This is an optimization exercise on Yosys and OpenROAD, whose aim is small area, a short achievable clock period and few clock cycles, not a production implementation. RTL that was checked went through simulation tests only; none was proved equivalent to the original. Power and IR drop assume default switching activity.

## mac_acc_array
module mac_acc_array #(
    parameter int DW    = mac_pkg::MAC_DW,
    parameter int LANES = 8,
    parameter int ACCW  = 2 * DW + 8
) (
    input  logic                  clk,
    input  logic                  rst_n,
    input  logic                  in_valid,
    output logic                  in_ready,
    input  logic [LANES*DW-1:0]   A,
    input  logic [LANES*DW-1:0]   W,
    input  logic                  Asigned,
    input  logic                  Wsigned,
    input  logic                  acc_clr,
    input  logic                  acc_last,
    output logic                  out_valid,
    input  logic                  out_ready,
    output logic [LANES*ACCW-1:0] Q,
    output logic [LANES-1:0]      ovf
);
clock: 5.6 ns
lec_check: 0
cap_margin: 20
core_margin: 2
core_utilization: 40
slew_margin: 20
run.sh (not shown) runs the stock make flow with config.mk's settings and CLKGATE_MAP_FILE= SYNTH_SCRIPT=/design/flow/synth_recipe.tcl, a recipe that flattens the netlist after the stock synthesis.
Testbench counts at the start, summed over its fixed seeds: cycles 33,535.
Then changed:
--- a/flow/design.v
+++ b/flow/design.v
@@ -13,20 +13,21 @@
     );
         logic signed [MAC_DW:0] ax;
         logic signed [MAC_DW:0] wx;
         ax = $signed({a_sgn & a[MAC_DW-1], a});
         wx = $signed({w_sgn & w[MAC_DW-1], w});
         mul_ext = ax * wx;
     endfunction
 endpackage
 module mac_lane (
     input  logic        clk,
+    input  logic        take,     
     input  logic [7:0]  a,
     input  logic [7:0]  w,
     input  logic        a_sgn,
     input  logic        w_sgn,
     input  logic        start,    
     output logic [23:0] q,
     output logic        ovf
 );
     logic       sa, sw, ss;
     logic [7:0] pp [8];
@@ -147,21 +148,21 @@
     assign n105 = n54 ^ n79 ^ n78;
     assign n106 = (n54 & n79) | (n54 & n78) | (n79 & n78);
     assign n107 = n58 ^ n81 ^ n80;
     assign n108 = (n58 & n81) | (n58 & n80) | (n81 & n80);
     assign n109 = n60 ^ n83 ^ n82;
     assign n110 = (n60 & n83) | (n60 & n82) | (n83 & n82);
     assign n111 = nw[7] ^ na[7] ^ n84;
     assign n112 = (nw[7] & na[7]) | (nw[7] & n84) | (na[7] & n84);
     logic [32:0] rows_d, rows_q;
     assign rows_d = {n112, ss, n110, n111, n108, n109, n106, n107, n104, n105, n102, n103, n100, n101, n98, n99, n96, n97, n94, n95, n92, n93, n90, n91, n88, n89, n86, n87, n85, pp[2][0], pp[1][0], pp[0][1], pp[0][0]};
-    always_ff @(posedge clk) rows_q <= rows_d;
+    always_ff @(posedge clk) rows_q <= take ? rows_d : '0;
     logic [17:0] r0, r1, r2, x, y, g, p, cy, t;
     assign r0 = {1'b1, rows_q[31], rows_q[29], rows_q[27], rows_q[25], rows_q[23], rows_q[21], rows_q[19], rows_q[17], rows_q[15], rows_q[13], rows_q[11], rows_q[9], rows_q[7], rows_q[5], rows_q[3], rows_q[1], rows_q[0]};
     assign r1 = {1'b0, rows_q[32], rows_q[30], rows_q[28], rows_q[26], rows_q[24], rows_q[22], rows_q[20], rows_q[18], rows_q[16], rows_q[14], rows_q[12], rows_q[10], rows_q[8], rows_q[6], rows_q[4], rows_q[2], 1'b0};
     assign r2 = {2'b00, start ? 16'd0 : q[15:0]};
     assign x = r0 ^ r1 ^ r2;
     assign y = {(r0[16:0] & r1[16:0]) | (r0[16:0] & r2[16:0]) | (r1[16:0] & r2[16:0]), 1'b0};
     assign g = x & y;
     assign p = x ^ y;
     logic gk0_1, pk0_1;
     assign gk0_1 = g[1] | (p[1] & g[0]);
@@ -317,61 +318,47 @@
     input  logic                  Wsigned,
     input  logic                  acc_clr,
     input  logic                  acc_last,
     output logic                  out_valid,
     input  logic                  out_ready,
     output logic [LANES*ACCW-1:0] Q,
     output logic [LANES-1:0]      ovf
 );
     logic                take;
     logic                v1;
-    logic                v2;
-    logic                as1;
-    logic                ws1;
-    logic                clr1;
     logic                last1;
-    logic                last2;
-    logic [LANES*DW-1:0] a1;
-    logic [LANES*DW-1:0] w1;
     logic                start;
     logic                in_burst;
-    assign in_ready = !(v1 && last1) && !(v2 && last2) && (!out_valid || out_ready);
+    assign in_ready = !(v1 && last1) && (!out_valid || out_ready);
     assign take     = in_valid && in_ready;
     always_ff @(posedge clk or negedge rst_n) begin
         if (!rst_n) begin
             v1        <= 1'b0;
-            v2        <= 1'b0;
             start     <= 1'b0;
             in_burst  <= 1'b0;
             out_valid <= 1'b0;
         end else begin
             v1        <= take;
-            v2        <= v1;
-            start     <= v1 && (clr1 || (v2 ? last2 : !in_burst));
-            out_valid <= (v2 && last2) || (out_valid && !out_ready);
-            if (v2) begin
-                in_burst <= !last2;
+            start     <= take && (acc_clr || (v1 ? last1 : !in_burst));
+            out_valid <= (v1 && last1) || (out_valid && !out_ready);
+            if (v1) begin
+                in_burst <= !last1;
             end
         end
     end
     always_ff @(posedge clk) begin
-        a1    <= take ? A : '0;
-        w1    <= W;
-        as1   <= Asigned;
-        ws1   <= Wsigned;
-        clr1  <= acc_clr;
         last1 <= acc_last;
-        last2 <= last1;
     end
     for (genvar i = 0; i < LANES; i++) begin : g_lane
         mac_lane u_lane (
             .clk  (clk),
-            .a    (a1[i*DW +: DW]),
-            .w    (w1[i*DW +: DW]),
-            .a_sgn(as1),
-            .w_sgn(ws1),
+            .take (take),
+            .a    (A[i*DW +: DW]),
+            .w    (W[i*DW +: DW]),
+            .a_sgn(Asigned),
+            .w_sgn(Wsigned),
             .start(start),
             .q    (Q[i*ACCW +: ACCW]),
             .ovf  (ovf[i])
         );
     end
 endmodule
What happened: Cell area went down by 5.8%; worst setup slack gets better by 0.032 ns; non-clock buffer count went up by 3; via count went up by 0.52%; die area went down by 4.8%; sequential share of layout area went down by 4.3 points; area after synthesis went down by 4.9%; total power went down by about 23%; cell count went down by about 2.6%; worst hold slack gets better by 0.078 ns; sequential power went down by about 20%; critical path depth went down by 1; fmax went up by 0.61%.
No functional check of the RTL was part of the second run of this note.

mac_acc_array, a different RTL version from the one above (not shown whole).
For scale: roughly 3,400 cells after synthesis, roughly 340 I/O pins, about 0.033 mm^2 of cells after synthesis.
Settings: LEC_CHECK=0, CAP_MARGIN=20, CORE_MARGIN=2, CORE_UTILIZATION=40, SETUP_SLACK_MARGIN=2.2, SLEW_MARGIN=20; clock period 5.6 ns.
standard.sh (not shown) runs the stock make flow with config.mk's settings and CLKGATE_MAP_FILE= SYNTH_SCRIPT=/design/flow/synth_recipe.tcl, a recipe that flattens the netlist after the stock synthesis.
==> flow/flow/run.sh <==
#!/bin/bash
# Own layout flow: the standard flow with two changes.
#  1. After the standard synthesis, full-adder cells are rewired to their
#     complemented inputs/outputs where that removes inverters
#     (fa_polarity.py; same logic function, same registers).
#  2. Ports are buffered with a small buffer instead of the default delay cell.
# Each tool's output goes to a log file of its own in the work folder.
set -euo pipefail
W=$(pwd)
R=$W/orfs/results/$FLOW_PLATFORM/mac_acc_array/base
bash standard.sh "$R/1_2_yosys.v" > "$W/flow_synth.log" 2>&1
cp "$R/1_2_yosys.v" "$W/1_2_yosys.standard.v"
python3 "$W/flow/fa_polarity.py" "$W/1_2_yosys.standard.v" "$R/1_2_yosys.v" > "$W/flow_fa_polarity.log" 2>&1
touch "$R/1_2_yosys.v" "$R/1_2_yosys.sdc"
BUFFER_PORTS_ARGS="-buffer_cell ${PORT_BUFFER:-sky130_fd_sc_hd__buf_1}" \
  bash standard.sh finish > "$W/flow_layout.log" 2>&1
Other scripts of this flow, unchanged in this note and not shown: flow/flow/fa_polarity.py
Testbench counts at the start, summed over its fixed seeds: cycles 32,255.
==> next run, changes <==
--- a/flow/design.v
+++ b/flow/design.v
@@ -250,38 +250,35 @@
     assign cy[11] = gk3_11;
     assign cy[12] = gk3_12;
     assign cy[13] = gk3_13;
     assign cy[14] = gk3_14;
     assign cy[15] = gk3_15;
     assign t = p ^ {cy[14:0], 1'b0};
-    logic [7:0]  hi, hi_up, hi_dn, hi_nx;
+    logic [7:0]  hi, hi_nx;
     logic [1:0]  u0;
-    logic        is_max, is_min, dn0, dn1, up0, up1, sel_dn, sel_up, pos, neg;
+    logic        is_max, is_min, dn0, dn1, up0, up1;
+    logic        inc, dec, pos, neg, keep, zero, ones;
     assign hi     = q[23:16];
     assign is_max = hi == 8'h7f;
     assign is_min = hi == 8'h80;
-    assign hi_up  = is_max ? 8'h7f : hi + 8'd1;
-    assign hi_dn  = is_min ? 8'h80 : hi - 8'd1;
     assign u0     = x[17:16] + y[17:16];
     assign dn0    = u0 == 2'b11;
     assign dn1    = u0 == 2'b10;
     assign up0    = u0 == 2'b01;
     assign up1    = u0 == 2'b00;
-    assign sel_dn = cy[15] ? dn1 : dn0;
-    assign sel_up = cy[15] ? up1 : up0;
-    assign hi_nx  = ({8{sel_dn}} & hi_dn) | ({8{sel_up}} & hi_up) | ({8{!(sel_dn || sel_up)}} & hi);
-    assign pos    = sel_up && is_max;
-    assign neg    = sel_dn && is_min;
+    assign inc    = cy[15] ? up1 && !is_max : up0 && !is_max;
+    assign dec    = cy[15] ? dn1 && !is_min : dn0 && !is_min;
+    assign pos    = cy[15] ? up1 && is_max : up0 && is_max;
+    assign neg    = cy[15] ? dn1 && is_min : dn0 && is_min;
+    assign keep   = !(inc || dec || clr);
+    assign hi_nx  = ({8{inc && !clr}} & (hi + 8'd1)) | ({8{dec && !clr}} & (hi - 8'd1)) | ({8{keep}} & hi);
+    assign zero   = neg || clr;
+    assign ones   = pos && !clr;
     always_ff @(posedge clk) begin
-        if (clr) begin
-            q   <= '0;
-            ovf <= 1'b0;
-        end else begin
-            q   <= {hi_nx, (t & ~{16{neg}}) | {16{pos}}};
-            ovf <= ovf | pos | neg;
-        end
+        q   <= {hi_nx, (t & ~{16{zero}}) | {16{ones}}};
+        ovf <= !clr && (ovf || pos || neg);
     end
 endmodule
 module mac_acc_array #(
     parameter int DW    = mac_pkg::MAC_DW,
     parameter int LANES = 8,
     parameter int ACCW  = 2 * DW + 8
=> The changed run completed with no timing, DRC or antenna violations; die area fell by 2.4%; worst setup slack degrades by 3.6 ps; register-to-register slack degrades by 96 ps; final cell count shrinks by 3.2%; synthesized area fell by 2.4%; cell area fell by 2.0%; clock-buffer cell count grows by 3.
Testbench counts after the change, summed over its fixed seeds: cycles 32,255.

[re-timing with driven ports]
How much do the figures lean on ideal ports? The routed layouts below were timed once more, with nothing changed but the port constraints.
Step 1, drivers: a clkbuf_16 drives clk and a buf_2 each remaining input, both assumed.
Step 2 adds t to the input delays and takes it off the output delays; t is the mean of the earliest and latest rising clock arrival at the registers after step 1. Input paths then give back, and output paths get back, about the clock's delay inside the block.
a / b / c = ideal / step 1 / step 2; a / b = the first two.
run | t (ns) | slack for setup (ns) | latest minus earliest clock arrival (ns)
the first run of note 1 | 0.699 | 0.388 / 0.388 / 0.388 | 0.035 / 0.036
the second run of note 1 | 0.686 | 0.420 / 0.420 / 0.420 | 0.027 / 0.027
the first run of note 2 | 0.643 | 2.258 / 2.290 / 1.647 | 0.021 / 0.021
the second run of note 2 | 0.657 | 2.254 / 2.254 / 1.628 | 0.030 / 0.029
After both steps every run listed still meets setup and hold. The setup slack of the second run of note 2, which loses most, moves by 0.000 ns with the drivers and by -0.626 ns with both steps.
